Context: an optimization exercise on an open-source flow, tuned for small area, a short achievable clock period and few clock cycles per item. The choices shown serve that exercise and are no tape-out recipe.
At most, simulation tests tie the RTL to the original design; equivalence was not proved.
Only the layout flow was run in run 1; the RTL was not checked for function there.
Power and IR drop assume default switching activity.

**flow/config.mk**
```make
export PLATFORM = sky130hd
export DESIGN_NAME = adsr_envelope_generator
export DESIGN_NICKNAME = adsr_envelope_generator
export VERILOG_FILES = /design/flow/design.v
export SDC_FILE = /design/flow/constraint.sdc
export NUM_CORES = 4
export LEC_CHECK = 0
export CAP_MARGIN = 20
export CORE_MARGIN = 2
export CORE_UTILIZATION = 60
export SETUP_SLACK_MARGIN = 5
export SLEW_MARGIN = 20
```
**flow/constraint.sdc**
```tcl
create_clock -name core_clock -period 13.0 [get_ports {clk}]
set_input_delay 2.6000 -clock core_clock [delete_from_list [all_inputs] [get_ports {clk}]]
set_output_delay 2.6000 -clock core_clock [all_outputs]
set_load 0.01 [all_outputs]
```
**flow/design.v**
```verilog
`default_nettype none
package adsr_pkg;
  localparam int LEVEL_W = 16;
  localparam int LEN_W   = 24;
  localparam logic [LEVEL_W-1:0] UNITY = 16'h8000;
  localparam logic [LEN_W-1:0]   ATTACK_RESET  = 24'd480;
  localparam logic [LEN_W-1:0]   DECAY_RESET   = 24'd12000;
  localparam logic [LEVEL_W-1:0] SUSTAIN_RESET = 16'd8192;
  localparam logic [LEN_W-1:0]   RELEASE_RESET = 24'd24000;
  localparam logic [2:0] PH_OFF     = 3'd0;
  localparam logic [2:0] PH_ATTACK  = 3'd1;
  localparam logic [2:0] PH_DECAY   = 3'd2;
  localparam logic [2:0] PH_SUSTAIN = 3'd3;
  localparam logic [2:0] PH_RELEASE = 3'd4;
  localparam logic [1:0] KIND_SAMPLE  = 2'd0;
  localparam logic [1:0] KIND_ATTACK  = 2'd1;
  localparam logic [1:0] KIND_RELEASE = 2'd2;
  localparam logic [1:0] KIND_OFF     = 2'd3;
  localparam logic [1:0] JOB_A = 2'd1;
  localparam logic [1:0] JOB_D = 2'd2;
  localparam logic [1:0] JOB_R = 2'd3;
endpackage
`default_nettype wire
`default_nettype none
module adsr_regs (
  input  wire         clk,
  input  wire         rst,
  input  wire         psel,
  input  wire         penable,
  input  wire         pwrite,
  input  wire  [3:0]  paddr,
  input  wire  [31:0] pwdata,
  output logic [31:0] prdata,
  output logic        pready,
  output logic [23:0] att_len,
  output logic [23:0] dec_len,
  output logic [15:0] sus_lvl,
  output logic [23:0] rel_len,
  output logic        cfg_wr
);
  assign pready = 1'b1;
  assign cfg_wr = psel && penable && pwrite;
  always_ff @(posedge clk) begin
    if (rst) begin
      att_len <= adsr_pkg::ATTACK_RESET;
      dec_len <= adsr_pkg::DECAY_RESET;
      sus_lvl <= adsr_pkg::SUSTAIN_RESET;
      rel_len <= adsr_pkg::RELEASE_RESET;
    end else if (cfg_wr) begin
      case (paddr[3:2])
        2'd0: att_len <= pwdata[23:0];
        2'd1: dec_len <= pwdata[23:0];
        2'd2: sus_lvl <= pwdata[15:0];
        default: rel_len <= pwdata[23:0];
      endcase
    end
  end
  always_comb begin
    case (paddr[3:2])
      2'd0: prdata = {8'd0, att_len};
      2'd1: prdata = {8'd0, dec_len};
      2'd2: prdata = {16'd0, sus_lvl};
      default: prdata = {8'd0, rel_len};
    endcase
  end
endmodule
`default_nettype wire
`default_nettype none
module adsr_div (
  input  wire         clk,
  input  wire         start,
  input  wire  [15:0] m,
  input  wire  [23:0] len,
  input  wire         run,
  output logic [15:0] q,
  output logic [23:0] r
);
  logic [24:0] t;
  logic [25:0] d;
  logic        ge;
  assign t  = {r, q[15]};
  assign d  = {1'b0, t} - {2'b0, len};
  assign ge = !d[25];
  always_ff @(posedge clk) begin
    if (start) begin
      q <= m;
      r <= '0;
    end else if (run) begin
      r <= ge ? d[23:0] : t[23:0];
      q <= {q[14:0], ge};
    end
  end
endmodule
`default_nettype wire
`default_nettype none
module adsr_mul (
  input  wire [15:0] s,
  input  wire [15:0] l,
  output wire [15:0] y
);
  wire t0 = (l[0] & s[0]);
  wire t1 = (l[0] & s[1]);
  wire t2 = (l[1] & s[0]);
  wire t3 = (l[0] & s[2]);
  wire t4 = (l[1] & s[1]);
  wire t5 = (l[2] & s[0]);
  wire t6 = (l[0] & s[3]);
  wire t7 = (l[1] & s[2]);
  wire t8 = (l[2] & s[1]);
  wire t9 = (l[3] & s[0]);
  wire t10 = (l[0] & s[4]);
  wire t11 = (l[1] & s[3]);
  wire t12 = (l[2] & s[2]);
  wire t13 = (l[3] & s[1]);
  wire t14 = (l[4] & s[0]);
  wire t15 = (l[0] & s[5]);
  wire t16 = (l[1] & s[4]);
  wire t17 = (l[2] & s[3]);
  wire t18 = (l[3] & s[2]);
  wire t19 = (l[4] & s[1]);
  wire t20 = (l[5] & s[0]);
  wire t21 = (l[0] & s[6]);
  wire t22 = (l[1] & s[5]);
  wire t23 = (l[2] & s[4]);
  wire t24 = (l[3] & s[3]);
  wire t25 = (l[4] & s[2]);
  wire t26 = (l[5] & s[1]);
  wire t27 = (l[6] & s[0]);
  wire t28 = (l[0] & s[7]);
  wire t29 = (l[1] & s[6]);
  wire t30 = (l[2] & s[5]);
  wire t31 = (l[3] & s[4]);
  wire t32 = (l[4] & s[3]);
  wire t33 = (l[5] & s[2]);
  wire t34 = (l[6] & s[1]);
  wire t35 = (l[7] & s[0]);
  wire t36 = (l[0] & s[8]);
  wire t37 = (l[1] & s[7]);
  wire t38 = (l[2] & s[6]);
  wire t39 = (l[3] & s[5]);
  wire t40 = (l[4] & s[4]);
  wire t41 = (l[5] & s[3]);
  wire t42 = (l[6] & s[2]);
  wire t43 = (l[7] & s[1]);
  wire t44 = (l[8] & s[0]);
  wire t45 = (l[0] & s[9]);
  wire t46 = (l[1] & s[8]);
  wire t47 = (l[2] & s[7]);
  wire t48 = (l[3] & s[6]);
  wire t49 = (l[4] & s[5]);
  wire t50 = (l[5] & s[4]);
  wire t51 = (l[6] & s[3]);
  wire t52 = (l[7] & s[2]);
  wire t53 = (l[8] & s[1]);
  wire t54 = (l[9] & s[0]);
  wire t55 = (l[0] & s[10]);
  wire t56 = (l[1] & s[9]);
  wire t57 = (l[2] & s[8]);
  wire t58 = (l[3] & s[7]);
  wire t59 = (l[4] & s[6]);
  wire t60 = (l[5] & s[5]);
  wire t61 = (l[6] & s[4]);
  wire t62 = (l[7] & s[3]);
  wire t63 = (l[8] & s[2]);
  wire t64 = (l[9] & s[1]);
  wire t65 = (l[10] & s[0]);
  wire t66 = (l[0] & s[11]);
  wire t67 = (l[1] & s[10]);
  wire t68 = (l[2] & s[9]);
  wire t69 = (l[3] & s[8]);
  wire t70 = (l[4] & s[7]);
  wire t71 = (l[5] & s[6]);
  wire t72 = (l[6] & s[5]);
  wire t73 = (l[7] & s[4]);
  wire t74 = (l[8] & s[3]);
  wire t75 = (l[9] & s[2]);
  wire t76 = (l[10] & s[1]);
  wire t77 = (l[11] & s[0]);
  wire t78 = (l[0] & s[12]);
  wire t79 = (l[1] & s[11]);
  wire t80 = (l[2] & s[10]);
  wire t81 = (l[3] & s[9]);
  wire t82 = (l[4] & s[8]);
  wire t83 = (l[5] & s[7]);
  wire t84 = (l[6] & s[6]);
  wire t85 = (l[7] & s[5]);
  wire t86 = (l[8] & s[4]);
  wire t87 = (l[9] & s[3]);
  wire t88 = (l[10] & s[2]);
  wire t89 = (l[11] & s[1]);
  wire t90 = (l[12] & s[0]);
  wire t91 = (l[0] & s[13]);
  wire t92 = (l[1] & s[12]);
  wire t93 = (l[2] & s[11]);
  wire t94 = (l[3] & s[10]);
  wire t95 = (l[4] & s[9]);
  wire t96 = (l[5] & s[8]);
  wire t97 = (l[6] & s[7]);
  wire t98 = (l[7] & s[6]);
  wire t99 = (l[8] & s[5]);
  wire t100 = (l[9] & s[4]);
  wire t101 = (l[10] & s[3]);
  wire t102 = (l[11] & s[2]);
  wire t103 = (l[12] & s[1]);
  wire t104 = (l[13] & s[0]);
  wire t105 = (l[0] & s[14]);
  wire t106 = (l[1] & s[13]);
  wire t107 = (l[2] & s[12]);
  wire t108 = (l[3] & s[11]);
  wire t109 = (l[4] & s[10]);
  wire t110 = (l[5] & s[9]);
  wire t111 = (l[6] & s[8]);
  wire t112 = (l[7] & s[7]);
  wire t113 = (l[8] & s[6]);
  wire t114 = (l[9] & s[5]);
  wire t115 = (l[10] & s[4]);
  wire t116 = (l[11] & s[3]);
  wire t117 = (l[12] & s[2]);
  wire t118 = (l[13] & s[1]);
  wire t119 = (l[14] & s[0]);
  wire t120 = ~(l[0] & s[15]);
  wire t121 = (l[1] & s[14]);
  wire t122 = (l[2] & s[13]);
  wire t123 = (l[3] & s[12]);
  wire t124 = (l[4] & s[11]);
  wire t125 = (l[5] & s[10]);
  wire t126 = (l[6] & s[9]);
  wire t127 = (l[7] & s[8]);
  wire t128 = (l[8] & s[7]);
  wire t129 = (l[9] & s[6]);
  wire t130 = (l[10] & s[5]);
  wire t131 = (l[11] & s[4]);
  wire t132 = (l[12] & s[3]);
  wire t133 = (l[13] & s[2]);
  wire t134 = (l[14] & s[1]);
  wire t135 = 1'b1;
  wire t136 = ~(l[1] & s[15]);
  wire t137 = (l[2] & s[14]);
  wire t138 = (l[3] & s[13]);
  wire t139 = (l[4] & s[12]);
  wire t140 = (l[5] & s[11]);
  wire t141 = (l[6] & s[10]);
  wire t142 = (l[7] & s[9]);
  wire t143 = (l[8] & s[8]);
  wire t144 = (l[9] & s[7]);
  wire t145 = (l[10] & s[6]);
  wire t146 = (l[11] & s[5]);
  wire t147 = (l[12] & s[4]);
  wire t148 = (l[13] & s[3]);
  wire t149 = (l[14] & s[2]);
  wire t150 = ~(l[2] & s[15]);
  wire t151 = (l[3] & s[14]);
  wire t152 = (l[4] & s[13]);
  wire t153 = (l[5] & s[12]);
  wire t154 = (l[6] & s[11]);
  wire t155 = (l[7] & s[10]);
  wire t156 = (l[8] & s[9]);
  wire t157 = (l[9] & s[8]);
  wire t158 = (l[10] & s[7]);
  wire t159 = (l[11] & s[6]);
  wire t160 = (l[12] & s[5]);
  wire t161 = (l[13] & s[4]);
  wire t162 = (l[14] & s[3]);
  wire t163 = ~(l[3] & s[15]);
  wire t164 = (l[4] & s[14]);
  wire t165 = (l[5] & s[13]);
  wire t166 = (l[6] & s[12]);
  wire t167 = (l[7] & s[11]);
  wire t168 = (l[8] & s[10]);
  wire t169 = (l[9] & s[9]);
  wire t170 = (l[10] & s[8]);
  wire t171 = (l[11] & s[7]);
  wire t172 = (l[12] & s[6]);
  wire t173 = (l[13] & s[5]);
  wire t174 = (l[14] & s[4]);
  wire t175 = ~(l[4] & s[15]);
  wire t176 = (l[5] & s[14]);
  wire t177 = (l[6] & s[13]);
  wire t178 = (l[7] & s[12]);
  wire t179 = (l[8] & s[11]);
  wire t180 = (l[9] & s[10]);
  wire t181 = (l[10] & s[9]);
  wire t182 = (l[11] & s[8]);
  wire t183 = (l[12] & s[7]);
  wire t184 = (l[13] & s[6]);
  wire t185 = (l[14] & s[5]);
  wire t186 = ~(l[5] & s[15]);
  wire t187 = (l[6] & s[14]);
  wire t188 = (l[7] & s[13]);
  wire t189 = (l[8] & s[12]);
  wire t190 = (l[9] & s[11]);
  wire t191 = (l[10] & s[10]);
  wire t192 = (l[11] & s[9]);
  wire t193 = (l[12] & s[8]);
  wire t194 = (l[13] & s[7]);
  wire t195 = (l[14] & s[6]);
  wire t196 = ~(l[6] & s[15]);
  wire t197 = (l[7] & s[14]);
  wire t198 = (l[8] & s[13]);
  wire t199 = (l[9] & s[12]);
  wire t200 = (l[10] & s[11]);
  wire t201 = (l[11] & s[10]);
  wire t202 = (l[12] & s[9]);
  wire t203 = (l[13] & s[8]);
  wire t204 = (l[14] & s[7]);
  wire t205 = ~(l[7] & s[15]);
  wire t206 = (l[8] & s[14]);
  wire t207 = (l[9] & s[13]);
  wire t208 = (l[10] & s[12]);
  wire t209 = (l[11] & s[11]);
  wire t210 = (l[12] & s[10]);
  wire t211 = (l[13] & s[9]);
  wire t212 = (l[14] & s[8]);
  wire t213 = ~(l[8] & s[15]);
  wire t214 = (l[9] & s[14]);
  wire t215 = (l[10] & s[13]);
  wire t216 = (l[11] & s[12]);
  wire t217 = (l[12] & s[11]);
  wire t218 = (l[13] & s[10]);
  wire t219 = (l[14] & s[9]);
  wire t220 = ~(l[9] & s[15]);
  wire t221 = (l[10] & s[14]);
  wire t222 = (l[11] & s[13]);
  wire t223 = (l[12] & s[12]);
  wire t224 = (l[13] & s[11]);
  wire t225 = (l[14] & s[10]);
  wire t226 = ~(l[10] & s[15]);
  wire t227 = (l[11] & s[14]);
  wire t228 = (l[12] & s[13]);
  wire t229 = (l[13] & s[12]);
  wire t230 = (l[14] & s[11]);
  wire t231 = ~(l[11] & s[15]);
  wire t232 = (l[12] & s[14]);
  wire t233 = (l[13] & s[13]);
  wire t234 = (l[14] & s[12]);
  wire t235 = ~(l[12] & s[15]);
  wire t236 = (l[13] & s[14]);
  wire t237 = (l[14] & s[13]);
  wire t238 = ~(l[13] & s[15]);
  wire t239 = (l[14] & s[14]);
  wire t240 = ~(l[14] & s[15]);
  wire t241 = 1'b1;
  wire t242 = t91 ^ t92;
  wire t243 = t91 & t92;
  wire t244 = t105 ^ t106 ^ t107;
  wire t245 = (t105 & t106) | (t105 & t107) | (t106 & t107);
  wire t246 = t108 ^ t109;
  wire t247 = t108 & t109;
  wire t248 = t120 ^ t121 ^ t122;
  wire t249 = (t120 & t121) | (t120 & t122) | (t121 & t122);
  wire t250 = t123 ^ t124 ^ t125;
  wire t251 = (t123 & t124) | (t123 & t125) | (t124 & t125);
  wire t252 = t126 ^ t127;
  wire t253 = t126 & t127;
  wire t254 = t136 ^ t137 ^ t138;
  wire t255 = (t136 & t137) | (t136 & t138) | (t137 & t138);
  wire t256 = t139 ^ t140 ^ t141;
  wire t257 = (t139 & t140) | (t139 & t141) | (t140 & t141);
  wire t258 = t150 ^ t151 ^ t152;
  wire t259 = (t150 & t151) | (t150 & t152) | (t151 & t152);
  wire t260 = t45 ^ t46;
  wire t261 = t45 & t46;
  wire t262 = t55 ^ t56 ^ t57;
  wire t263 = (t55 & t56) | (t55 & t57) | (t56 & t57);
  wire t264 = t58 ^ t59;
  wire t265 = t58 & t59;
  wire t266 = t66 ^ t67 ^ t68;
  wire t267 = (t66 & t67) | (t66 & t68) | (t67 & t68);
  wire t268 = t69 ^ t70 ^ t71;
  wire t269 = (t69 & t70) | (t69 & t71) | (t70 & t71);
  wire t270 = t72 ^ t73;
  wire t271 = t72 & t73;
  wire t272 = t78 ^ t79 ^ t80;
  wire t273 = (t78 & t79) | (t78 & t80) | (t79 & t80);
  wire t274 = t81 ^ t82 ^ t83;
  wire t275 = (t81 & t82) | (t81 & t83) | (t82 & t83);
  wire t276 = t84 ^ t85 ^ t86;
  wire t277 = (t84 & t85) | (t84 & t86) | (t85 & t86);
  wire t278 = t87 ^ t88;
  wire t279 = t87 & t88;
  wire t280 = t242 ^ t93 ^ t94;
  wire t281 = (t242 & t93) | (t242 & t94) | (t93 & t94);
  wire t282 = t95 ^ t96 ^ t97;
  wire t283 = (t95 & t96) | (t95 & t97) | (t96 & t97);
  wire t284 = t98 ^ t99 ^ t100;
  wire t285 = (t98 & t99) | (t98 & t100) | (t99 & t100);
  wire t286 = t101 ^ t102 ^ t103;
  wire t287 = (t101 & t102) | (t101 & t103) | (t102 & t103);
  wire t288 = t243 ^ t244 ^ t246;
  wire t289 = (t243 & t244) | (t243 & t246) | (t244 & t246);
  wire t290 = t110 ^ t111 ^ t112;
  wire t291 = (t110 & t111) | (t110 & t112) | (t111 & t112);
  wire t292 = t113 ^ t114 ^ t115;
  wire t293 = (t113 & t114) | (t113 & t115) | (t114 & t115);
  wire t294 = t116 ^ t117 ^ t118;
  wire t295 = (t116 & t117) | (t116 & t118) | (t117 & t118);
  wire t296 = t245 ^ t247 ^ t248;
  wire t297 = (t245 & t247) | (t245 & t248) | (t247 & t248);
  wire t298 = t250 ^ t252 ^ t128;
  wire t299 = (t250 & t252) | (t250 & t128) | (t252 & t128);
  wire t300 = t129 ^ t130 ^ t131;
  wire t301 = (t129 & t130) | (t129 & t131) | (t130 & t131);
  wire t302 = t132 ^ t133 ^ t134;
  wire t303 = (t132 & t133) | (t132 & t134) | (t133 & t134);
  wire t304 = t249 ^ t251 ^ t253;
  wire t305 = (t249 & t251) | (t249 & t253) | (t251 & t253);
  wire t306 = t254 ^ t256 ^ t142;
  wire t307 = (t254 & t256) | (t254 & t142) | (t256 & t142);
  wire t308 = t143 ^ t144 ^ t145;
  wire t309 = (t143 & t144) | (t143 & t145) | (t144 & t145);
  wire t310 = t146 ^ t147 ^ t148;
  wire t311 = (t146 & t147) | (t146 & t148) | (t147 & t148);
  wire t312 = t255 ^ t257 ^ t258;
  wire t313 = (t255 & t257) | (t255 & t258) | (t257 & t258);
  wire t314 = t153 ^ t154 ^ t155;
  wire t315 = (t153 & t154) | (t153 & t155) | (t154 & t155);
  wire t316 = t156 ^ t157 ^ t158;
  wire t317 = (t156 & t157) | (t156 & t158) | (t157 & t158);
  wire t318 = t159 ^ t160 ^ t161;
  wire t319 = (t159 & t160) | (t159 & t161) | (t160 & t161);
  wire t320 = t259 ^ t163 ^ t164;
  wire t321 = (t259 & t163) | (t259 & t164) | (t163 & t164);
  wire t322 = t165 ^ t166 ^ t167;
  wire t323 = (t165 & t166) | (t165 & t167) | (t166 & t167);
  wire t324 = t168 ^ t169 ^ t170;
  wire t325 = (t168 & t169) | (t168 & t170) | (t169 & t170);
  wire t326 = t171 ^ t172 ^ t173;
  wire t327 = (t171 & t172) | (t171 & t173) | (t172 & t173);
  wire t328 = t175 ^ t176 ^ t177;
  wire t329 = (t175 & t176) | (t175 & t177) | (t176 & t177);
  wire t330 = t178 ^ t179 ^ t180;
  wire t331 = (t178 & t179) | (t178 & t180) | (t179 & t180);
  wire t332 = t181 ^ t182 ^ t183;
  wire t333 = (t181 & t182) | (t181 & t183) | (t182 & t183);
  wire t334 = t186 ^ t187 ^ t188;
  wire t335 = (t186 & t187) | (t186 & t188) | (t187 & t188);
  wire t336 = t189 ^ t190 ^ t191;
  wire t337 = (t189 & t190) | (t189 & t191) | (t190 & t191);
  wire t338 = t196 ^ t197 ^ t198;
  wire t339 = (t196 & t197) | (t196 & t198) | (t197 & t198);
  wire t340 = t21 ^ t22;
  wire t341 = t21 & t22;
  wire t342 = t28 ^ t29 ^ t30;
  wire t343 = (t28 & t29) | (t28 & t30) | (t29 & t30);
  wire t344 = t31 ^ t32;
  wire t345 = t31 & t32;
  wire t346 = t36 ^ t37 ^ t38;
  wire t347 = (t36 & t37) | (t36 & t38) | (t37 & t38);
  wire t348 = t39 ^ t40 ^ t41;
  wire t349 = (t39 & t40) | (t39 & t41) | (t40 & t41);
  wire t350 = t42 ^ t43;
  wire t351 = t42 & t43;
  wire t352 = t260 ^ t47 ^ t48;
  wire t353 = (t260 & t47) | (t260 & t48) | (t47 & t48);
  wire t354 = t49 ^ t50 ^ t51;
  wire t355 = (t49 & t50) | (t49 & t51) | (t50 & t51);
  wire t356 = t52 ^ t53 ^ t54;
  wire t357 = (t52 & t53) | (t52 & t54) | (t53 & t54);
  wire t358 = t261 ^ t262 ^ t264;
  wire t359 = (t261 & t262) | (t261 & t264) | (t262 & t264);
  wire t360 = t60 ^ t61 ^ t62;
  wire t361 = (t60 & t61) | (t60 & t62) | (t61 & t62);
  wire t362 = t63 ^ t64 ^ t65;
  wire t363 = (t63 & t64) | (t63 & t65) | (t64 & t65);
  wire t364 = t263 ^ t265 ^ t266;
  wire t365 = (t263 & t265) | (t263 & t266) | (t265 & t266);
  wire t366 = t268 ^ t270 ^ t74;
  wire t367 = (t268 & t270) | (t268 & t74) | (t270 & t74);
  wire t368 = t75 ^ t76 ^ t77;
  wire t369 = (t75 & t76) | (t75 & t77) | (t76 & t77);
  wire t370 = t267 ^ t269 ^ t271;
  wire t371 = (t267 & t269) | (t267 & t271) | (t269 & t271);
  wire t372 = t272 ^ t274 ^ t276;
  wire t373 = (t272 & t274) | (t272 & t276) | (t274 & t276);
  wire t374 = t278 ^ t89 ^ t90;
  wire t375 = (t278 & t89) | (t278 & t90) | (t89 & t90);
  wire t376 = t273 ^ t275 ^ t277;
  wire t377 = (t273 & t275) | (t273 & t277) | (t275 & t277);
  wire t378 = t279 ^ t280 ^ t282;
  wire t379 = (t279 & t280) | (t279 & t282) | (t280 & t282);
  wire t380 = t284 ^ t286 ^ t104;
  wire t381 = (t284 & t286) | (t284 & t104) | (t286 & t104);
  wire t382 = t281 ^ t283 ^ t285;
  wire t383 = (t281 & t283) | (t281 & t285) | (t283 & t285);
  wire t384 = t287 ^ t288 ^ t290;
  wire t385 = (t287 & t288) | (t287 & t290) | (t288 & t290);
  wire t386 = t292 ^ t294 ^ t119;
  wire t387 = (t292 & t294) | (t292 & t119) | (t294 & t119);
  wire t388 = t289 ^ t291 ^ t293;
  wire t389 = (t289 & t291) | (t289 & t293) | (t291 & t293);
  wire t390 = t295 ^ t296 ^ t298;
  wire t391 = (t295 & t296) | (t295 & t298) | (t296 & t298);
  wire t392 = t300 ^ t302 ^ t135;
  wire t393 = (t300 & t302) | (t300 & t135) | (t302 & t135);
  wire t394 = t297 ^ t299 ^ t301;
  wire t395 = (t297 & t299) | (t297 & t301) | (t299 & t301);
  wire t396 = t303 ^ t304 ^ t306;
  wire t397 = (t303 & t304) | (t303 & t306) | (t304 & t306);
  wire t398 = t308 ^ t310 ^ t149;
  wire t399 = (t308 & t310) | (t308 & t149) | (t310 & t149);
  wire t400 = t305 ^ t307 ^ t309;
  wire t401 = (t305 & t307) | (t305 & t309) | (t307 & t309);
  wire t402 = t311 ^ t312 ^ t314;
  wire t403 = (t311 & t312) | (t311 & t314) | (t312 & t314);
  wire t404 = t316 ^ t318 ^ t162;
  wire t405 = (t316 & t318) | (t316 & t162) | (t318 & t162);
  wire t406 = t313 ^ t315 ^ t317;
  wire t407 = (t313 & t315) | (t313 & t317) | (t315 & t317);
  wire t408 = t319 ^ t320 ^ t322;
  wire t409 = (t319 & t320) | (t319 & t322) | (t320 & t322);
  wire t410 = t324 ^ t326 ^ t174;
  wire t411 = (t324 & t326) | (t324 & t174) | (t326 & t174);
  wire t412 = t321 ^ t323 ^ t325;
  wire t413 = (t321 & t323) | (t321 & t325) | (t323 & t325);
  wire t414 = t327 ^ t328 ^ t330;
  wire t415 = (t327 & t328) | (t327 & t330) | (t328 & t330);
  wire t416 = t332 ^ t184 ^ t185;
  wire t417 = (t332 & t184) | (t332 & t185) | (t184 & t185);
  wire t418 = t329 ^ t331 ^ t333;
  wire t419 = (t329 & t331) | (t329 & t333) | (t331 & t333);
  wire t420 = t334 ^ t336 ^ t192;
  wire t421 = (t334 & t336) | (t334 & t192) | (t336 & t192);
  wire t422 = t193 ^ t194 ^ t195;
  wire t423 = (t193 & t194) | (t193 & t195) | (t194 & t195);
  wire t424 = t335 ^ t337 ^ t338;
  wire t425 = (t335 & t337) | (t335 & t338) | (t337 & t338);
  wire t426 = t199 ^ t200 ^ t201;
  wire t427 = (t199 & t200) | (t199 & t201) | (t200 & t201);
  wire t428 = t202 ^ t203 ^ t204;
  wire t429 = (t202 & t203) | (t202 & t204) | (t203 & t204);
  wire t430 = t339 ^ t205 ^ t206;
  wire t431 = (t339 & t205) | (t339 & t206) | (t205 & t206);
  wire t432 = t207 ^ t208 ^ t209;
  wire t433 = (t207 & t208) | (t207 & t209) | (t208 & t209);
  wire t434 = t210 ^ t211 ^ t212;
  wire t435 = (t210 & t211) | (t210 & t212) | (t211 & t212);
  wire t436 = t213 ^ t214 ^ t215;
  wire t437 = (t213 & t214) | (t213 & t215) | (t214 & t215);
  wire t438 = t216 ^ t217 ^ t218;
  wire t439 = (t216 & t217) | (t216 & t218) | (t217 & t218);
  wire t440 = t220 ^ t221 ^ t222;
  wire t441 = (t220 & t221) | (t220 & t222) | (t221 & t222);
  wire t442 = t10 ^ t11;
  wire t443 = t10 & t11;
  wire t444 = t15 ^ t16 ^ t17;
  wire t445 = (t15 & t16) | (t15 & t17) | (t16 & t17);
  wire t446 = t18 ^ t19;
  wire t447 = t18 & t19;
  wire t448 = t340 ^ t23 ^ t24;
  wire t449 = (t340 & t23) | (t340 & t24) | (t23 & t24);
  wire t450 = t25 ^ t26 ^ t27;
  wire t451 = (t25 & t26) | (t25 & t27) | (t26 & t27);
  wire t452 = t341 ^ t342 ^ t344;
  wire t453 = (t341 & t342) | (t341 & t344) | (t342 & t344);
  wire t454 = t33 ^ t34 ^ t35;
  wire t455 = (t33 & t34) | (t33 & t35) | (t34 & t35);
  wire t456 = t343 ^ t345 ^ t346;
  wire t457 = (t343 & t345) | (t343 & t346) | (t345 & t346);
  wire t458 = t348 ^ t350 ^ t44;
  wire t459 = (t348 & t350) | (t348 & t44) | (t350 & t44);
  wire t460 = t347 ^ t349 ^ t351;
  wire t461 = (t347 & t349) | (t347 & t351) | (t349 & t351);
  wire t462 = t352 ^ t354 ^ t356;
  wire t463 = (t352 & t354) | (t352 & t356) | (t354 & t356);
  wire t464 = t353 ^ t355 ^ t357;
  wire t465 = (t353 & t355) | (t353 & t357) | (t355 & t357);
  wire t466 = t358 ^ t360 ^ t362;
  wire t467 = (t358 & t360) | (t358 & t362) | (t360 & t362);
  wire t468 = t359 ^ t361 ^ t363;
  wire t469 = (t359 & t361) | (t359 & t363) | (t361 & t363);
  wire t470 = t364 ^ t366 ^ t368;
  wire t471 = (t364 & t366) | (t364 & t368) | (t366 & t368);
  wire t472 = t365 ^ t367 ^ t369;
  wire t473 = (t365 & t367) | (t365 & t369) | (t367 & t369);
  wire t474 = t370 ^ t372 ^ t374;
  wire t475 = (t370 & t372) | (t370 & t374) | (t372 & t374);
  wire t476 = t371 ^ t373 ^ t375;
  wire t477 = (t371 & t373) | (t371 & t375) | (t373 & t375);
  wire t478 = t376 ^ t378 ^ t380;
  wire t479 = (t376 & t378) | (t376 & t380) | (t378 & t380);
  wire t480 = t377 ^ t379 ^ t381;
  wire t481 = (t377 & t379) | (t377 & t381) | (t379 & t381);
  wire t482 = t382 ^ t384 ^ t386;
  wire t483 = (t382 & t384) | (t382 & t386) | (t384 & t386);
  wire t484 = t383 ^ t385 ^ t387;
  wire t485 = (t383 & t385) | (t383 & t387) | (t385 & t387);
  wire t486 = t388 ^ t390 ^ t392;
  wire t487 = (t388 & t390) | (t388 & t392) | (t390 & t392);
  wire t488 = t389 ^ t391 ^ t393;
  wire t489 = (t389 & t391) | (t389 & t393) | (t391 & t393);
  wire t490 = t394 ^ t396 ^ t398;
  wire t491 = (t394 & t396) | (t394 & t398) | (t396 & t398);
  wire t492 = t395 ^ t397 ^ t399;
  wire t493 = (t395 & t397) | (t395 & t399) | (t397 & t399);
  wire t494 = t400 ^ t402 ^ t404;
  wire t495 = (t400 & t402) | (t400 & t404) | (t402 & t404);
  wire t496 = t401 ^ t403 ^ t405;
  wire t497 = (t401 & t403) | (t401 & t405) | (t403 & t405);
  wire t498 = t406 ^ t408 ^ t410;
  wire t499 = (t406 & t408) | (t406 & t410) | (t408 & t410);
  wire t500 = t407 ^ t409 ^ t411;
  wire t501 = (t407 & t409) | (t407 & t411) | (t409 & t411);
  wire t502 = t412 ^ t414 ^ t416;
  wire t503 = (t412 & t414) | (t412 & t416) | (t414 & t416);
  wire t504 = t413 ^ t415 ^ t417;
  wire t505 = (t413 & t415) | (t413 & t417) | (t415 & t417);
  wire t506 = t418 ^ t420 ^ t422;
  wire t507 = (t418 & t420) | (t418 & t422) | (t420 & t422);
  wire t508 = t419 ^ t421 ^ t423;
  wire t509 = (t419 & t421) | (t419 & t423) | (t421 & t423);
  wire t510 = t424 ^ t426 ^ t428;
  wire t511 = (t424 & t426) | (t424 & t428) | (t426 & t428);
  wire t512 = t425 ^ t427 ^ t429;
  wire t513 = (t425 & t427) | (t425 & t429) | (t427 & t429);
  wire t514 = t430 ^ t432 ^ t434;
  wire t515 = (t430 & t432) | (t430 & t434) | (t432 & t434);
  wire t516 = t431 ^ t433 ^ t435;
  wire t517 = (t431 & t433) | (t431 & t435) | (t433 & t435);
  wire t518 = t436 ^ t438 ^ t219;
  wire t519 = (t436 & t438) | (t436 & t219) | (t438 & t219);
  wire t520 = t437 ^ t439 ^ t440;
  wire t521 = (t437 & t439) | (t437 & t440) | (t439 & t440);
  wire t522 = t223 ^ t224 ^ t225;
  wire t523 = (t223 & t224) | (t223 & t225) | (t224 & t225);
  wire t524 = t441 ^ t226 ^ t227;
  wire t525 = (t441 & t226) | (t441 & t227) | (t226 & t227);
  wire t526 = t228 ^ t229 ^ t230;
  wire t527 = (t228 & t229) | (t228 & t230) | (t229 & t230);
  wire t528 = t231 ^ t232 ^ t233;
  wire t529 = (t231 & t232) | (t231 & t233) | (t232 & t233);
  wire t530 = t6 ^ t7;
  wire t531 = t6 & t7;
  wire t532 = t442 ^ t12 ^ t13;
  wire t533 = (t442 & t12) | (t442 & t13) | (t12 & t13);
  wire t534 = t443 ^ t444 ^ t446;
  wire t535 = (t443 & t444) | (t443 & t446) | (t444 & t446);
  wire t536 = t445 ^ t447 ^ t448;
  wire t537 = (t445 & t447) | (t445 & t448) | (t447 & t448);
  wire t538 = t449 ^ t451 ^ t452;
  wire t539 = (t449 & t451) | (t449 & t452) | (t451 & t452);
  wire t540 = t453 ^ t455 ^ t456;
  wire t541 = (t453 & t455) | (t453 & t456) | (t455 & t456);
  wire t542 = t457 ^ t459 ^ t460;
  wire t543 = (t457 & t459) | (t457 & t460) | (t459 & t460);
  wire t544 = t461 ^ t463 ^ t464;
  wire t545 = (t461 & t463) | (t461 & t464) | (t463 & t464);
  wire t546 = t465 ^ t467 ^ t468;
  wire t547 = (t465 & t467) | (t465 & t468) | (t467 & t468);
  wire t548 = t469 ^ t471 ^ t472;
  wire t549 = (t469 & t471) | (t469 & t472) | (t471 & t472);
  wire t550 = t473 ^ t475 ^ t476;
  wire t551 = (t473 & t475) | (t473 & t476) | (t475 & t476);
  wire t552 = t477 ^ t479 ^ t480;
  wire t553 = (t477 & t479) | (t477 & t480) | (t479 & t480);
  wire t554 = t481 ^ t483 ^ t484;
  wire t555 = (t481 & t483) | (t481 & t484) | (t483 & t484);
  wire t556 = t485 ^ t487 ^ t488;
  wire t557 = (t485 & t487) | (t485 & t488) | (t487 & t488);
  wire t558 = t489 ^ t491 ^ t492;
  wire t559 = (t489 & t491) | (t489 & t492) | (t491 & t492);
  wire t560 = t493 ^ t495 ^ t496;
  wire t561 = (t493 & t495) | (t493 & t496) | (t495 & t496);
  wire t562 = t497 ^ t499 ^ t500;
  wire t563 = (t497 & t499) | (t497 & t500) | (t499 & t500);
  wire t564 = t501 ^ t503 ^ t504;
  wire t565 = (t501 & t503) | (t501 & t504) | (t503 & t504);
  wire t566 = t505 ^ t507 ^ t508;
  wire t567 = (t505 & t507) | (t505 & t508) | (t507 & t508);
  wire t568 = t509 ^ t511 ^ t512;
  wire t569 = (t509 & t511) | (t509 & t512) | (t511 & t512);
  wire t570 = t513 ^ t515 ^ t516;
  wire t571 = (t513 & t515) | (t513 & t516) | (t515 & t516);
  wire t572 = t517 ^ t519 ^ t520;
  wire t573 = (t517 & t519) | (t517 & t520) | (t519 & t520);
  wire t574 = t521 ^ t523 ^ t524;
  wire t575 = (t521 & t523) | (t521 & t524) | (t523 & t524);
  wire t576 = t525 ^ t527 ^ t528;
  wire t577 = (t525 & t527) | (t525 & t528) | (t527 & t528);
  wire t578 = t529 ^ t235 ^ t236;
  wire t579 = (t529 & t235) | (t529 & t236) | (t235 & t236);
  wire t580 = t3 ^ t4;
  wire t581 = t3 & t4;
  wire t582 = t530 ^ t8 ^ t9;
  wire t583 = (t530 & t8) | (t530 & t9) | (t8 & t9);
  wire t584 = t531 ^ t532 ^ t14;
  wire t585 = (t531 & t532) | (t531 & t14) | (t532 & t14);
  wire t586 = t533 ^ t534 ^ t20;
  wire t587 = (t533 & t534) | (t533 & t20) | (t534 & t20);
  wire t588 = t535 ^ t536 ^ t450;
  wire t589 = (t535 & t536) | (t535 & t450) | (t536 & t450);
  wire t590 = t537 ^ t538 ^ t454;
  wire t591 = (t537 & t538) | (t537 & t454) | (t538 & t454);
  wire t592 = t539 ^ t540 ^ t458;
  wire t593 = (t539 & t540) | (t539 & t458) | (t540 & t458);
  wire t594 = t541 ^ t542 ^ t462;
  wire t595 = (t541 & t542) | (t541 & t462) | (t542 & t462);
  wire t596 = t543 ^ t544 ^ t466;
  wire t597 = (t543 & t544) | (t543 & t466) | (t544 & t466);
  wire t598 = t545 ^ t546 ^ t470;
  wire t599 = (t545 & t546) | (t545 & t470) | (t546 & t470);
  wire t600 = t547 ^ t548 ^ t474;
  wire t601 = (t547 & t548) | (t547 & t474) | (t548 & t474);
  wire t602 = t549 ^ t550 ^ t478;
  wire t603 = (t549 & t550) | (t549 & t478) | (t550 & t478);
  wire t604 = t551 ^ t552 ^ t482;
  wire t605 = (t551 & t552) | (t551 & t482) | (t552 & t482);
  wire t606 = t553 ^ t554 ^ t486;
  wire t607 = (t553 & t554) | (t553 & t486) | (t554 & t486);
  wire t608 = t555 ^ t556 ^ t490;
  wire t609 = (t555 & t556) | (t555 & t490) | (t556 & t490);
  wire t610 = t557 ^ t558 ^ t494;
  wire t611 = (t557 & t558) | (t557 & t494) | (t558 & t494);
  wire t612 = t559 ^ t560 ^ t498;
  wire t613 = (t559 & t560) | (t559 & t498) | (t560 & t498);
  wire t614 = t561 ^ t562 ^ t502;
  wire t615 = (t561 & t562) | (t561 & t502) | (t562 & t502);
  wire t616 = t563 ^ t564 ^ t506;
  wire t617 = (t563 & t564) | (t563 & t506) | (t564 & t506);
  wire t618 = t565 ^ t566 ^ t510;
  wire t619 = (t565 & t566) | (t565 & t510) | (t566 & t510);
  wire t620 = t567 ^ t568 ^ t514;
  wire t621 = (t567 & t568) | (t567 & t514) | (t568 & t514);
  wire t622 = t569 ^ t570 ^ t518;
  wire t623 = (t569 & t570) | (t569 & t518) | (t570 & t518);
  wire t624 = t571 ^ t572 ^ t522;
  wire t625 = (t571 & t572) | (t571 & t522) | (t572 & t522);
  wire t626 = t573 ^ t574 ^ t526;
  wire t627 = (t573 & t574) | (t573 & t526) | (t574 & t526);
  wire t628 = t575 ^ t576 ^ t234;
  wire t629 = (t575 & t576) | (t575 & t234) | (t576 & t234);
  wire t630 = t577 ^ t578 ^ t237;
  wire t631 = (t577 & t578) | (t577 & t237) | (t578 & t237);
  wire t632 = t579 ^ t238 ^ t239;
  wire t633 = (t579 & t238) | (t579 & t239) | (t238 & t239);
  wire [30:0] ra = {t241, t633, t631, t629, t627, t625, t623, t621, t619, t617, t615, t613, t611, t609, t607, t605, t603, t601, t599, t597, t595, t593, t591, t589, t587, t585, t583, t581, t580, t1, t0};
  wire [30:0] rb = {1'b0, t240, t632, t630, t628, t626, t624, t622, t620, t618, t616, t614, t612, t610, t608, t606, t604, t602, t600, t598, t596, t594, t592, t590, t588, t586, t584, t582, t5, t2, 1'b0};
  wire [30:0] p = ra + rb;
  assign y = l[15] ? s : p[30:15];
endmodule
`default_nettype wire
`default_nettype none
module adsr_dp (
  input  wire         clk,
  input  wire         rst,
  input  wire  [23:0] att_len,
  input  wire  [23:0] dec_len,
  input  wire  [15:0] sus_lvl,
  input  wire  [23:0] rel_len,
  input  wire         cfg_wr,
  input  wire         s_axis_tvalid,
  output logic        s_axis_tready,
  input  wire  [23:0] s_axis_tdata,
  input  wire  [1:0]  s_axis_tuser,
  output logic        m_axis_tvalid,
  input  wire         m_axis_tready,
  output logic [39:0] m_axis_tdata
);
  localparam logic [15:0] UNITY = adsr_pkg::UNITY;
  logic [2:0]  phase;
  logic [23:0] pos;
  logic [15:0] lvl;         
  logic [23:0] r;
  logic [15:0] rsl;
  logic        lvl0;        
  logic        cur_ok;
  logic        eng_busy;
  logic        eng_ok;
  logic [1:0]  eng_tag;
  logic [3:0]  eng_cnt;
  logic [15:0] eng_q;
  logic [23:0] eng_r;
  logic [15:0] k_q;
  logic [23:0] k_r;
  logic [7:0]  k_a;
  logic        k_ok;
  logic        k_busy;
  logic        k_add;       
  logic [4:0]  k_j;         
  logic        need_sync;
  logic        sync_on;     
  logic [1:0]  sync_ph;     
  logic [15:0] s_cl;
  assign s_cl = (sus_lvl > UNITY) ? UNITY : sus_lvl;
  logic ramp, is_att, is_dec, is_rel;
  assign is_att = (phase == adsr_pkg::PH_ATTACK);
  assign is_dec = (phase == adsr_pkg::PH_DECAY);
  assign is_rel = (phase == adsr_pkg::PH_RELEASE);
  assign ramp   = is_att || is_dec || is_rel;
  logic [23:0] len;
  always_comb begin
    case (phase)
      adsr_pkg::PH_ATTACK:  len = att_len;
      adsr_pkg::PH_DECAY:   len = dec_len;
      adsr_pkg::PH_RELEASE: len = rel_len;
      default:              len = '0;
    endcase
  end
  logic [34:0] out_d;       
  logic        out_act;
  logic [15:0] cur_level;
  assign cur_level = lvl0 ? 16'd0 : out_d[31:16];
  logic        bc_v;
  logic [1:0]  bc_kind;
  logic [7:0]  bc_a;
  logic [15:0] bc_smp;
  logic        c_fire;
  logic        is_smp;
  logic        hold;
  logic        blk;
  assign is_smp = (bc_kind == adsr_pkg::KIND_SAMPLE);
  assign hold   = m_axis_tvalid && !m_axis_tready;
  assign blk    = sync_on || (is_smp && (need_sync || (ramp && !(k_ok && k_a == bc_a))));
  assign c_fire = bc_v && !hold && !blk;
  assign s_axis_tready = !bc_v || c_fire;
  always_ff @(posedge clk) begin
    if (rst) begin
      bc_v <= 1'b0;
    end else if (s_axis_tready) begin
      bc_v <= s_axis_tvalid;
    end
  end
  always_ff @(posedge clk) begin
    if (s_axis_tready) begin
      bc_kind <= s_axis_tuser;
      bc_a    <= s_axis_tdata[23:16];
      bc_smp  <= s_axis_tdata[15:0];
    end
  end
  logic [23:0] k_n;
  logic [4:0]  k_msb;
  logic        k_go_item, k_go;
  logic [15:0] k_yq;
  logic [23:0] k_yr;
  logic [24:0] k_t0;
  logic [25:0] k_t1;
  logic        k_wrap;
  assign k_n = sync_on ? pos : {16'd0, bc_a};
  always_comb begin
    k_msb = '0;
    for (int i = 0; i < 24; i++) begin
      if (k_n[i]) k_msb = 5'(i);
    end
  end
  assign k_go_item = bc_v && is_smp && ramp && cur_ok && !need_sync && !sync_on &&
                     !(k_ok && k_a == bc_a) && !k_busy;
  assign k_go = k_go_item || (sync_on && sync_ph == 2'd0 && !k_busy && !k_ok);
  assign k_yq   = k_add ? eng_q : k_q;
  assign k_yr   = k_add ? eng_r : k_r;
  assign k_t0   = {1'b0, k_r} + {1'b0, k_yr};
  assign k_t1   = {2'b0, k_r} + {2'b0, k_yr} - {2'b0, len};
  assign k_wrap = !k_t1[25];
  logic [24:0] p_sum;
  logic        p_end;
  logic [2:0]  ph_next;
  assign p_sum = {1'b0, pos} + 25'(bc_a);
  assign p_end = (p_sum >= {1'b0, len});
  always_comb begin
    ph_next = phase;
    if (p_end) begin
      case (phase)
        adsr_pkg::PH_ATTACK:  ph_next = adsr_pkg::PH_DECAY;
        adsr_pkg::PH_DECAY:   ph_next = adsr_pkg::PH_SUSTAIN;
        adsr_pkg::PH_RELEASE: ph_next = adsr_pkg::PH_OFF;
        default: ;
      endcase
    end
  end
  logic        up_r, up_l;
  logic [25:0] x_rho, x_len, cs_s, cs_c;
  logic [25:0] s0, s1;
  logic        wrap;
  logic [23:0] r_new;
  logic [15:0] l_d, lvl_new;
  assign up_r  = !is_rel;
  assign up_l  = is_att;
  assign x_rho = up_r ? {2'b0, k_r} : ~{2'b0, k_r};
  assign x_len = up_r ? ~{2'b0, len} : {2'b0, len};
  assign s0    = {2'b0, r} + x_rho + 26'(!up_r);
  assign cs_s  = {2'b0, r} ^ x_rho ^ x_len;
  assign cs_c  = {(({2'b0, r} & x_rho) | ({2'b0, r} & x_len) | (x_rho & x_len)), 1'b0};
  assign s1    = cs_s + cs_c + 26'd1;
  assign wrap  = up_r ? !s1[25] : s0[25];
  assign r_new = wrap ? s1[23:0] : s0[23:0];
  assign l_d   = up_l ? k_q : ~k_q;
  assign lvl_new = lvl + l_d + 16'(wrap == up_l);
  logic [15:0] lvl_entry;
  always_comb begin
    case (phase)
      adsr_pkg::PH_ATTACK:  lvl_entry = (att_len == '0) ? UNITY : 16'd0;
      adsr_pkg::PH_DECAY:   lvl_entry = UNITY;
      default:              lvl_entry = (rel_len == '0) ? 16'd0 : rsl;
    endcase
  end
  logic        div_start;
  logic [1:0]  job;
  logic [15:0] job_m;
  logic [23:0] div_len;
  logic [1:0]  need_tag;
  logic        k_need;
  assign need_tag = is_att ? adsr_pkg::JOB_A : is_dec ? adsr_pkg::JOB_D : adsr_pkg::JOB_R;
  assign cur_ok   = ramp && eng_ok && (eng_tag == need_tag);
  assign k_need   = ramp && (k_busy || sync_on || need_sync ||
                             (bc_v && is_smp && !(k_ok && k_a == bc_a)));
  assign job      = k_need ? need_tag : (is_att ? adsr_pkg::JOB_D : adsr_pkg::JOB_A);
  assign div_start = !((eng_busy || eng_ok) && (eng_tag == job));
  always_comb begin
    case (job)
      adsr_pkg::JOB_A: job_m = UNITY;
      adsr_pkg::JOB_D: job_m = 16'(UNITY - s_cl);
      default:         job_m = rsl;
    endcase
    case (eng_tag)
      adsr_pkg::JOB_A: div_len = att_len;
      adsr_pkg::JOB_D: div_len = dec_len;
      default:         div_len = rel_len;
    endcase
  end
  adsr_div u_div (
    .clk   (clk),
    .start (div_start),
    .m     (job_m),
    .len   (div_len),
    .run   (eng_busy),
    .q     (eng_q),
    .r     (eng_r)
  );
  logic sync_start, len_z;
  assign len_z = (len == '0);
  assign sync_start = !sync_on && need_sync && ramp && cur_ok && !(bc_v && !is_smp);
  always_ff @(posedge clk) begin
    if (rst) begin
      phase     <= adsr_pkg::PH_OFF;
      lvl       <= '0;
      lvl0      <= 1'b1;
      eng_busy  <= 1'b0;
      eng_ok    <= 1'b0;
      eng_tag   <= 2'd0;
      eng_cnt   <= '0;
      k_ok      <= 1'b0;
      k_busy    <= 1'b0;
      need_sync <= 1'b0;
      sync_on   <= 1'b0;
    end else begin
      if (eng_busy) begin
        eng_cnt <= eng_cnt + 4'd1;
        if (eng_cnt == 4'd15) begin
          eng_busy <= 1'b0;
          eng_ok   <= 1'b1;
        end
      end
      if (div_start) begin
        eng_busy <= 1'b1;
        eng_ok   <= 1'b0;
        eng_tag  <= job;
        eng_cnt  <= '0;
      end
      if (k_go) begin
        k_a   <= bc_a;
        k_add <= 1'b0;
        k_j   <= k_msb - 5'd1;
        if (k_n == '0) begin
          k_q  <= '0;
          k_r  <= '0;
        end else begin
          k_q  <= eng_q;
          k_r  <= eng_r;
        end
        k_ok   <= (k_msb == '0);
        k_busy <= (k_msb != '0);
      end else if (k_busy) begin
        k_q <= k_q + k_yq + 16'(k_wrap);
        k_r <= k_wrap ? k_t1[23:0] : k_t0[23:0];
        if (!k_add && k_n[k_j]) begin
          k_add <= 1'b1;
        end else begin
          k_add <= 1'b0;
          k_j   <= k_j - 5'd1;
          if (k_j == '0) begin
            k_busy <= 1'b0;
            k_ok   <= 1'b1;
          end
        end
      end
      if (need_sync && !ramp) begin
        need_sync <= 1'b0;
        if (phase == adsr_pkg::PH_SUSTAIN) lvl <= s_cl;
      end
      if (sync_start) begin
        need_sync <= 1'b0;
        lvl       <= lvl_entry;
        r         <= '0;
        if ({1'b0, pos} > {1'b0, len}) pos <= len;
        sync_on   <= !len_z;
        sync_ph   <= 2'd0;
        k_ok      <= 1'b0;
        k_busy    <= 1'b0;
      end
      if (sync_on) begin
        case (sync_ph)
          2'd0: if (k_ok) sync_ph <= 2'd1;
          2'd1: begin
            lvl     <= lvl_new;
            r       <= r_new;
            sync_ph <= 2'd2;
          end
          default: begin
            sync_on <= 1'b0;
            k_ok    <= 1'b0;
          end
        endcase
      end
      if (c_fire) begin
        case (bc_kind)
          adsr_pkg::KIND_ATTACK: begin
            phase     <= adsr_pkg::PH_ATTACK;
            lvl       <= (att_len == '0) ? UNITY : 16'd0;
            lvl0      <= 1'b1;
            pos       <= '0;
            r         <= '0;
            need_sync <= 1'b0;
            k_ok      <= 1'b0;
          end
          adsr_pkg::KIND_RELEASE: begin
            phase     <= adsr_pkg::PH_RELEASE;
            rsl       <= cur_level;
            lvl       <= (rel_len == '0) ? 16'd0 : cur_level;
            pos       <= '0;
            r         <= '0;
            need_sync <= 1'b0;
            k_ok      <= 1'b0;
            if (eng_tag == adsr_pkg::JOB_R) begin
              eng_busy <= 1'b0;
              eng_ok   <= 1'b0;
            end
          end
          adsr_pkg::KIND_OFF: begin
            phase     <= adsr_pkg::PH_OFF;
            lvl       <= '0;
            need_sync <= 1'b0;
          end
          default: begin
            lvl0 <= 1'b0;
            if (ramp) begin
              if (p_end) begin
                phase <= ph_next;
                pos   <= '0;
                r     <= '0;
                k_ok  <= 1'b0;
                case (phase)
                  adsr_pkg::PH_ATTACK: lvl <= UNITY;
                  adsr_pkg::PH_DECAY:  lvl <= s_cl;
                  default:             lvl <= '0;
                endcase
              end else begin
                pos <= p_sum[23:0];
                lvl <= lvl_new;
                r   <= r_new;
              end
            end
          end
        endcase
      end
      if (cfg_wr) begin
        eng_busy  <= 1'b0;
        eng_ok    <= 1'b0;
        k_ok      <= 1'b0;
        k_busy    <= 1'b0;
        sync_on   <= 1'b0;
        need_sync <= 1'b1;
      end
    end
  end
  logic [15:0] scaled;
  adsr_mul u_mul (
    .s (bc_smp),
    .l (lvl),
    .y (scaled)
  );
  always_ff @(posedge clk) begin
    if (rst) begin
      m_axis_tvalid <= 1'b0;
    end else if (!hold) begin
      m_axis_tvalid <= c_fire && is_smp;
    end
  end
  always_ff @(posedge clk) begin
    if (c_fire && is_smp) begin
      out_d   <= {phase, lvl, scaled};
      out_act <= (ph_next != adsr_pkg::PH_OFF);
    end
  end
  assign m_axis_tdata = {4'd0, out_act, out_d};
endmodule
`default_nettype wire
`default_nettype none
module adsr_envelope_generator #(
  parameter int POSITION_BITS = 24
) (
  input  wire         clk,
  input  wire         rst,
  input  wire         psel,
  input  wire         penable,
  input  wire         pwrite,
  input  wire  [3:0]  paddr,
  input  wire  [31:0] pwdata,
  output logic [31:0] prdata,
  output logic        pready,
  input  wire         s_axis_tvalid,
  output logic        s_axis_tready,
  input  wire  [23:0] s_axis_tdata,   
  input  wire  [1:0]  s_axis_tuser,   
  output logic        m_axis_tvalid,
  input  wire         m_axis_tready,
  output logic [39:0] m_axis_tdata    
);
  logic [23:0] att_len, dec_len, rel_len;
  logic [15:0] sus_lvl;
  logic        cfg_wr;
  adsr_regs u_regs (
    .clk     (clk),
    .rst     (rst),
    .psel    (psel),
    .penable (penable),
    .pwrite  (pwrite),
    .paddr   (paddr),
    .pwdata  (pwdata),
    .prdata  (prdata),
    .pready  (pready),
    .att_len (att_len),
    .dec_len (dec_len),
    .sus_lvl (sus_lvl),
    .rel_len (rel_len),
    .cfg_wr  (cfg_wr)
  );
  adsr_dp u_dp (
    .clk           (clk),
    .rst           (rst),
    .att_len       (att_len),
    .dec_len       (dec_len),
    .sus_lvl       (sus_lvl),
    .rel_len       (rel_len),
    .cfg_wr        (cfg_wr),
    .s_axis_tvalid (s_axis_tvalid),
    .s_axis_tready (s_axis_tready),
    .s_axis_tdata  (s_axis_tdata),
    .s_axis_tuser  (s_axis_tuser),
    .m_axis_tvalid (m_axis_tvalid),
    .m_axis_tready (m_axis_tready),
    .m_axis_tdata  (m_axis_tdata)
  );
endmodule
`default_nettype wire
```
**flow/run.sh**
```bash
#!/bin/bash
# synth_recipe.tcl (not shown) runs the flow's synth.tcl, then flattens the netlist and writes it again
# the make line also repeats each setting of config.mk as NAME=value (left out here)
make -C /OpenROAD-flow-scripts/flow DESIGN_CONFIG=/design/flow/config.mk WORK_HOME=/design/flow/orfs CLKGATE_MAP_FILE= SYNTH_SCRIPT=/design/flow/synth_recipe.tcl finish
```
==> out/qor.yml, run 1 <==
status:
  status: "complete, no violations"
critical_path:
  path_buf_inv: 3
  worstSetupStartpoint: "m_axis_tready"
  cp.required_ps: 10400
  path_delay_family: "simple AND/OR/NAND/NOR gates"
  cpMaxStageDelayCell: "nor2_1"
  rrSetupSlack_ps: 5380
  endpoint_kind: "output port"
  rr_endpoint: "u_dp.k_q[12]"
  crit_arrival_ps: 5280
  reg2reg_depth: 32
  crit_type: "primary input to output port"
  regToRegStartpoint: "u_dp.k_r[0]"
  cp_slowest_stage_delay_ps: 640
  crit_path_max_fanout: 27
  crit_path_start_kind: "primary input"
  cp_cell_sequence: "clkdlybuf4s50_1 -> nand2b_1 -> nand3b_1 -> nor2_1 -> o21a_1 -> nor2_1 -> nand2_1 -> buf_6 -> clkdlybuf4s50_1"
synthesis:
  yosys_most_used_dff: "edfxtp_1"
  syn_area_sq_um: 35370
  syn-instance-count: 4084
  synth_seq_cells: 344
  yosys_warnings: 3
  seq_area_frac_synth_pct: 25.07
  synth.distinct_cells: 91
  synth.avg_cell_area_sq_um: 8.661
  async_flop_share_pct: 0
  synth-edff-count: 198
layout:
  multiInputGateArea_sq_um: 24730
  drive_gt1_share_pct: 7.001
  final_util_pct: 66.45
  nFillCells: 4825
  area_growth_pct: 10.24
  seqCellArea_sq_um: 8875
  fin_nets: 4648
die:
  die_x_microns: 246.8
  rows: 89
  start_util_pct: 60.27
  fp.dieH_microns: 246.8
  core_sq_um: 58690
  io_pins: 144
  die_area_sq_um: 60910
pwr:
  net-switching-power_mw: 2.019
  netSwitchingFraction_pct: 39.94
  peakVddDrop_v: 0.0001263
  seq_power_share_pct: 27.9
  power_mw: 5.055
  power_density_nw_per_um2: 129.6
  power_frac_comb_pct: 44.8
  p_clk_share_pct: 27.3
  p_leak_nw: 15.53
  p_int_mw: 3.036
sta:
  rsz0062_at_grt: "false"
  max_freq_mhz: 126.9
  worst_pin_slew_ps: 1145
  holdWs_ps: 488.4
  skew_ps: 23.63
  fin_tns_setup_ps: 0
  fin_crit_sh_pct: 60.63
  post-route-min-period_ps: 7882
  hold_violations: 0
  slew-limit-headroom_pct: 23.64
  setup_violations: 0
  slew_violations: 0
global_routing:
  grt_use_total_pct: 39.54
  grt_pass1_wl_microns: 184600
  grt_max_degree: 76
  grt_pass1_vias: 31947
  grt-ovfl-total: 0
  antenna_found_initial: 3
routing:
  routed_wl_microns: 121300
  wire_per_inst_microns: 24.66
  drc_errors: 0
  drtIter0Drc: 3563
  num_vias: 32710
  ant_nets: 0
  vias_per_cell: 6.651
  drt_pass1_iterations: 6
cts:
  numClockSinks: 344
  hold_buffers: 0
  cts_max_level: 2
  clockBufferDepth: 3
  cts_buffers: 43
  cts_tree: "done"
  clock_latency_ps: 620
  clkTransAtPathRegs_ps: 60
  clockRootBuffer: "clkbuf_16"
placement:
  dp_hpwl_microns: 89530
  portBuffers: 120
  gp_congestion: 0.9839
worst_hold_path:
  hold_class: "flop to flop"
  whs_path_depth: 2
  min_from: "u_regs.dec_len[1]"
  holdPathEnd: "u_regs.dec_len[1]"
job:
  maxCapViolCount: 0
==> what timing repair did <==
action                     CTS  global route
setup buffers                0             2
pin swaps                    0             4
setup endpoints to repair   10            19
cloned                       0             1
resized for setup           12            25
==> cell usage in the layout, fill, tap and decap left out, types with 22 or more instances in the layout <==
cell	n
a31oi_1	34
fa_1	215
dfxtp_1	143
and2_1	221
nor3_1	89
nand3_1	120
nor2_1	241
buf_4	61
mux2_2	57
nand2_1	469
o211ai_1	31
a21o_1	74
o21a_1	40
xnor2_1	138
mux2i_1	58
o31ai_1	27
mux4_2	25
nor2b_1	50
nand4_1	45
clkbuf_16	46
a21oi_1	301
a211oi_1	39
o21ai_0	176
or3_1	31
xor2_1	49
and3_1	31
o21ai_1	22
a22oi_1	58
clkdlybuf4s50_1	118
inv_1	269
nand2b_1	23
nor4_1	28
o21bai_1	28
ha_1	257
edfxtp_1	198
==> synth_stat cells (all sizes together) (91+ instances only) <==
library cell  number  area (sq um)
nand2            471          1768
a21oi            307          1540
inv              272          1021
ha               257          3216
nor2             245         919.6
and2             222          1389
fa               215          4304
o21ai            201          1013
edfxtp           198          5946
clkbuf           177         664.4
dfxtp            146          2923
xnor2            138          1209
nand3            120         600.6
nor3              91         455.4
==> tightest hold or removal path: stages, from the launching register on <==
cell and delay, ps:
dfxtp_1 330, nand2_1 60, a21oi_1 50
==> sequential cells by signal, indices dropped and copies added, names as in the netlist, 24 cells and up, named ones only <==
signal          count
u_dp.out_d         35
u_dp.k_r           24
u_dp.pos           24
u_dp.r             24
u_dp.u_div.r       24
u_regs.att_len     24
u_regs.dec_len     24
u_regs.rel_len     24
==> routing by layer <==
| layer | track usage [%] | part of all wire [%] |
|---|---|---|
| met3 | 8.183 | 10 |
| met2 | 62.24 | 45 |
| met4 | 24.15 | 6.9 |
| met5 | 0 | 0 |
| met1 | 50.02 | 38 |
==> how the worst max path moves through the flow <==
stage / endpoint / slack (ps) / depth (start not counted)
final: s_axis_tready / 5120 / 9
after global routing: u_dp.k_q[12] / 4980 / 33
after CTS: u_dp.k_q[12] / 5040 / 32
after detailed placement: u_dp.k_q[12] / 4550 / 31
after global placement: u_dp.k_q[12] / 4620 / 31
after floorplan: u_dp.lvl[14] / 5450 / 32
==> kinds of logic after synthesis <==
| family | synth area share [%] |
|---|---|
| flip-flops | 25.07 |
| AO/OA/AOI/OAI | 18.71 |
| XOR/XNOR | 4.630 |
| AND/OR/NAND/NOR | 19.75 |
| buffers and inverters | 5.515 |
| adder cells (fa/ha/maj) | 21.26 |
| other | 0.02123 |
| multiplexers | 5.048 |
==> through the flow <==
step / std cells / worst slack, ps / cell area (sq um)
floorplan: 4095 / 5454 / 35410
global placement: 4831 / 4623 / 37200
detailed placement: 4832 / 4548 / 37210
CTS: 4912 / 5044 / 38850
global route: 4918 / 4977 / 38990
finish: 4918 / 5118 / 38990
==> area by class of cell <==
cell class                      count  share of cell area [%]
Clock inverter                     20                  0.9016
Tap cell                          773                   2.480
Timing Repair Buffer              190                   4.582
Multi-Input combinational cell   3256                   63.43
Antenna cell                        3                 0.01925
Clock buffer                       60                   3.212
Sequential cell                   344                   22.76
Inverter                          272                   2.618
==> power groups by stage <==
| stage | Sequential, mW | Clock (mW) | Combinational [mW] |
|---|---|---|---|
| after floorplan | 1.37 | 0 | 1.65 |
| after global placement | 1.42 | 0 | 2.12 |
| after detailed placement | 1.43 | 0 | 2.19 |
| after CTS | 1.41 | 1.38 | 2.21 |
| after global routing | 1.42 | 1.43 | 2.48 |
| final | 1.41 | 1.38 | 2.27 |
==> run 2: changes to the inputs <==
--- a/flow/design.v
+++ b/flow/design.v
@@ -902,5 +902,7 @@
   assign k_need   = ramp && (k_busy || sync_on || need_sync ||
                              (bc_v && is_smp && !(k_ok && k_a == bc_a)));
-  assign job      = k_need ? need_tag : (is_att ? adsr_pkg::JOB_D : adsr_pkg::JOB_A);
+  assign job      = k_need ? need_tag :
+                    is_att ? adsr_pkg::JOB_D :
+                    (phase == adsr_pkg::PH_SUSTAIN) ? adsr_pkg::JOB_R : adsr_pkg::JOB_A;
   assign div_start = !((eng_busy || eng_ok) && (eng_tag == job));
   always_comb begin
@@ -908,5 +910,5 @@
       adsr_pkg::JOB_A: job_m = UNITY;
       adsr_pkg::JOB_D: job_m = 16'(UNITY - s_cl);
-      default:         job_m = rsl;
+      default:         job_m = (phase == adsr_pkg::PH_SUSTAIN) ? s_cl : rsl;
     endcase
     case (eng_tag)
@@ -1029,5 +1031,6 @@
             need_sync <= 1'b0;
             k_ok      <= 1'b0;
-            if (eng_tag == adsr_pkg::JOB_R) begin
+            if (!(eng_tag == adsr_pkg::JOB_R && phase == adsr_pkg::PH_SUSTAIN &&
+                  cur_level == s_cl)) begin
               eng_busy <= 1'b0;
               eng_ok   <= 1'b0;
--- a/flow/config.mk
+++ b/flow/config.mk
@@ -8,5 +8,5 @@
 export CAP_MARGIN = 20
 export CORE_MARGIN = 2
-export CORE_UTILIZATION = 60
+export CORE_UTILIZATION = 40
 export SETUP_SLACK_MARGIN = 5
 export SLEW_MARGIN = 20
==> run 2 against run 1 <==
  * Power decreased by 4.8%
  * Setup slack improved by 140 ps
  * Count of clock-buffer cells in the layout up 4
  * Sequential share of layout area decreased by 0.52 points
==> out/qor.yml, run 2 <==
placement:
  portBuffers: 120
  placed_cell_area_sq_um: 38160
  gp_congestion: 0.9371
  placedCellCount: 5325
  dp_hpwl_microns: 90040
routing:
  vias_per_cell: 5.871
  ant_nets: 0
  routed_wl_microns: 123200
  drt_pass1_iterations: 6
  num_vias: 31808
  drtIter0Drc: 3012
  drc_errors: 0
  wire_per_inst_microns: 22.74
synthesis:
  synth.avg_cell_area_sq_um: 8.540
  yosys.area.top_type_share_pct: 16.60
  yosys_warnings: 3
  yosys-top-cells-count: "456 x nand2_1, 428 x a21oi_1, 306 x nor2_1"
  yosys_most_used_dff: "edfxtp_1"
  synth.area.top_cells: "edfxtp_1 17%, fa_1 12%, ha_1 9.0%"
  syn_area_sq_um: 35830
  synth-edff-count: 198
  synth_top_area_cell: "edfxtp_1"
  synth.distinct_cells: 106
  syn-instance-count: 4195
  yosysMostFrequentCell: "nand2_1"
  async_flop_share_pct: 0
  synth_seq_cells: 344
  seq_area_frac_synth_pct: 24.75
layout:
  seqCellArea_sq_um: 8874
  layout_common_cells: "454 x nand2_1, 423 x a21oi_1, 305 x nor2_1"
  largest_register_ffs: 35
  regMostFlops: "u_dp.out_d"
  final_area_sq_um: 39900
  nFillCells: 8658
  area_growth_pct: 11.39
  final_common_cell: "nand2_1"
  diodes: 0
  fin_nets: 4755
  final_util_pct: 45.08
  final_cells: 5418
  multiInputGateArea_sq_um: 25150
  drive_gt1_share_pct: 7.101
sta:
  post-route-min-period_ps: 7743
  slew_violations: 0
  slew-limit-headroom_pct: 22.03
  hold_violations: 0
  fin_crit_sh_pct: 59.56
  setup_violations: 0
  max_freq_mhz: 129.2
  rsz0062_at_grt: "true"
  skew_ps: 50.49
  fin_tns_setup_ps: 0
  worst_pin_slew_ps: 1170
global_routing:
  grt_use_total_pct: 26.40
  grt_pass1_wl_microns: 186500
  antenna_found_initial: 5
  grt_max_degree: 70
  grt_pass1_vias: 30469
  grt-ovfl-total: 0
cts:
  clock_latency_ps: 630
  cts_tree: "done"
  clockBufferDepth: 3
  cts_max_level: 2
  cts_buffers: 47
  numClockSinks: 344
  clockRootBuffer: "clkbuf_16"
  clkTransAtPathRegs_ps: 50
critical_path:
  cp.required_ps: 10400
  rr_endpoint: "u_dp.lvl[12]"
  crit_type: "primary input to output port"
  crit_path_max_fanout: 27
  regToRegStartpoint: "u_dp.phase[2]"
  rrSetupSlack_ps: 5290
  endpoint_kind: "output port"
  crit_path_start_kind: "primary input"
  crit_arrival_ps: 5140
  reg2reg_depth: 28
  worstSetupStartpoint: "m_axis_tready"
die:
  fp.dieH_microns: 303.3
  die_area_sq_um: 91970
  io_pins: 144
  rows: 109
  die_x_microns: 303.3
  core_sq_um: 88510
  start_util_pct: 40.48
worst_hold_path:
  whs_path_depth: 2
  holdPathEnd: "u_regs.dec_len[15]"
  hold_class: "flop to flop"
  min_from: "u_regs.dec_len[15]"
pwr:
  power_density_nw_per_um2: 120.6
  peakVddDrop_v: 0.0001201
  p_leak_nw: 15.84
status:
  status: "complete, no violations"
job:
  maxCapViolCount: 0
## run 2: report_power, final
group	internal (mW)	leakage [nW]	switching, mW	total, mW
sequential	1.28	3.10	0.135	1.42
clock	0.789	0.770	0.578	1.37
combinational	0.858	12.0	1.17	2.03
total	2.93	15.8	1.88	4.81
## run 2: worst max-delay path, cell delays in order
cell	delay, ps
clkdlybuf4s50_1	440
nand2b_1	180
nand3b_1	210
nor2_1	330
nor2_1	90
buf_4	240
nand2_2	110
buf_6	300
clkdlybuf4s50_1	610
## run 2: kinds of logic after synthesis
group	after synthesis	synth area share [%]
adder cells (fa/ha/maj)	472	20.99
buffers and inverters	498	5.588
flip-flops	344	24.75
XOR/XNOR	225	5.522
multiplexers	110	4.100
AND/OR/NAND/NOR	1416	19.21
AO/OA/AOI/OAI	1128	19.81
other	2	0.02096
## run 2: worst max path at each step
stage | end | slack [ps]
after floorplan | u_dp.lvl[12] | 5670
after global placement | u_dp.lvl[12] | 4390
after detailed placement | u_dp.lvl[12] | 4330
after CTS | u_dp.k_q[14] | 5060
after global routing | u_dp.k_q[14] | 4940
final | s_axis_tready | 5260
## run 2: stage by stage
stage	setup slack (ps)	power, mW	hold WS [ps]
detailed placement	4328	3.428	484.5
global route	4937	5.111	510.6
floorplan	5669	2.901	406.4
CTS	5064	4.816	491.7
global placement	4389	3.403	478.1
finish	5258	4.811	492.8
## run 2: cell type report
cell class	count	area share [%]
sequential	344	22.24
clock inverter	24	0.7901
tap	1165	3.653
inverter	252	2.377
timing repair buffer	205	4.694
clock buffer	64	3.236
multi-input combinational	3364	63.01
## run 2: routing by layer
metal | track usage [%] | routed length, microns
met4 | 13.56 | 6862
met1 | 34.47 | 51080
met5 | 0 | 27
met3 | 2.999 | 7759
met2 | 43.19 | 57500
## run 2: repair_timing
action	CTS	global route
endpoints found under the setup margin	12	8
pin swaps	1	5
endpoints found under the hold margin	0	0
buffers inserted	3	1
hold buffers	0	0
gates resized for setup	8	16
Testbench counts of run 2, summed over its fixed seeds: cycles 45,576, items 43,471.

-- re-timing with driven ports --
In the flow no input, the clock included, has a driving cell. The finished layouts below were timed again as built, in two steps.
Step 1 sets driving cells, clkbuf_16 on the clock port and buf_2 on the other inputs (assumed; they add their load-dependent delay and slew).
Step 2 times the ports against the registers' clock, not the clock port: input delays grow and output delays shrink by t, the midpoint of the rising clock arrivals with the driver on.
a / b / c = ideal / step 1 / step 2; a / b = the first two.
| run | t (ns) | slack for setup (ns) | worst setup path at the end |
|---|---|---|---|
| run 1 | 0.678 | 5.118 / 5.095 / 5.095 | input to output |
| run 2 | 0.674 | 5.257 / 5.231 / 5.231 | input to output |
After both steps every run listed still meets setup and hold. The setup slack of run 2, which loses most, moves by -0.026 ns with the drivers and by -0.026 ns with both steps.
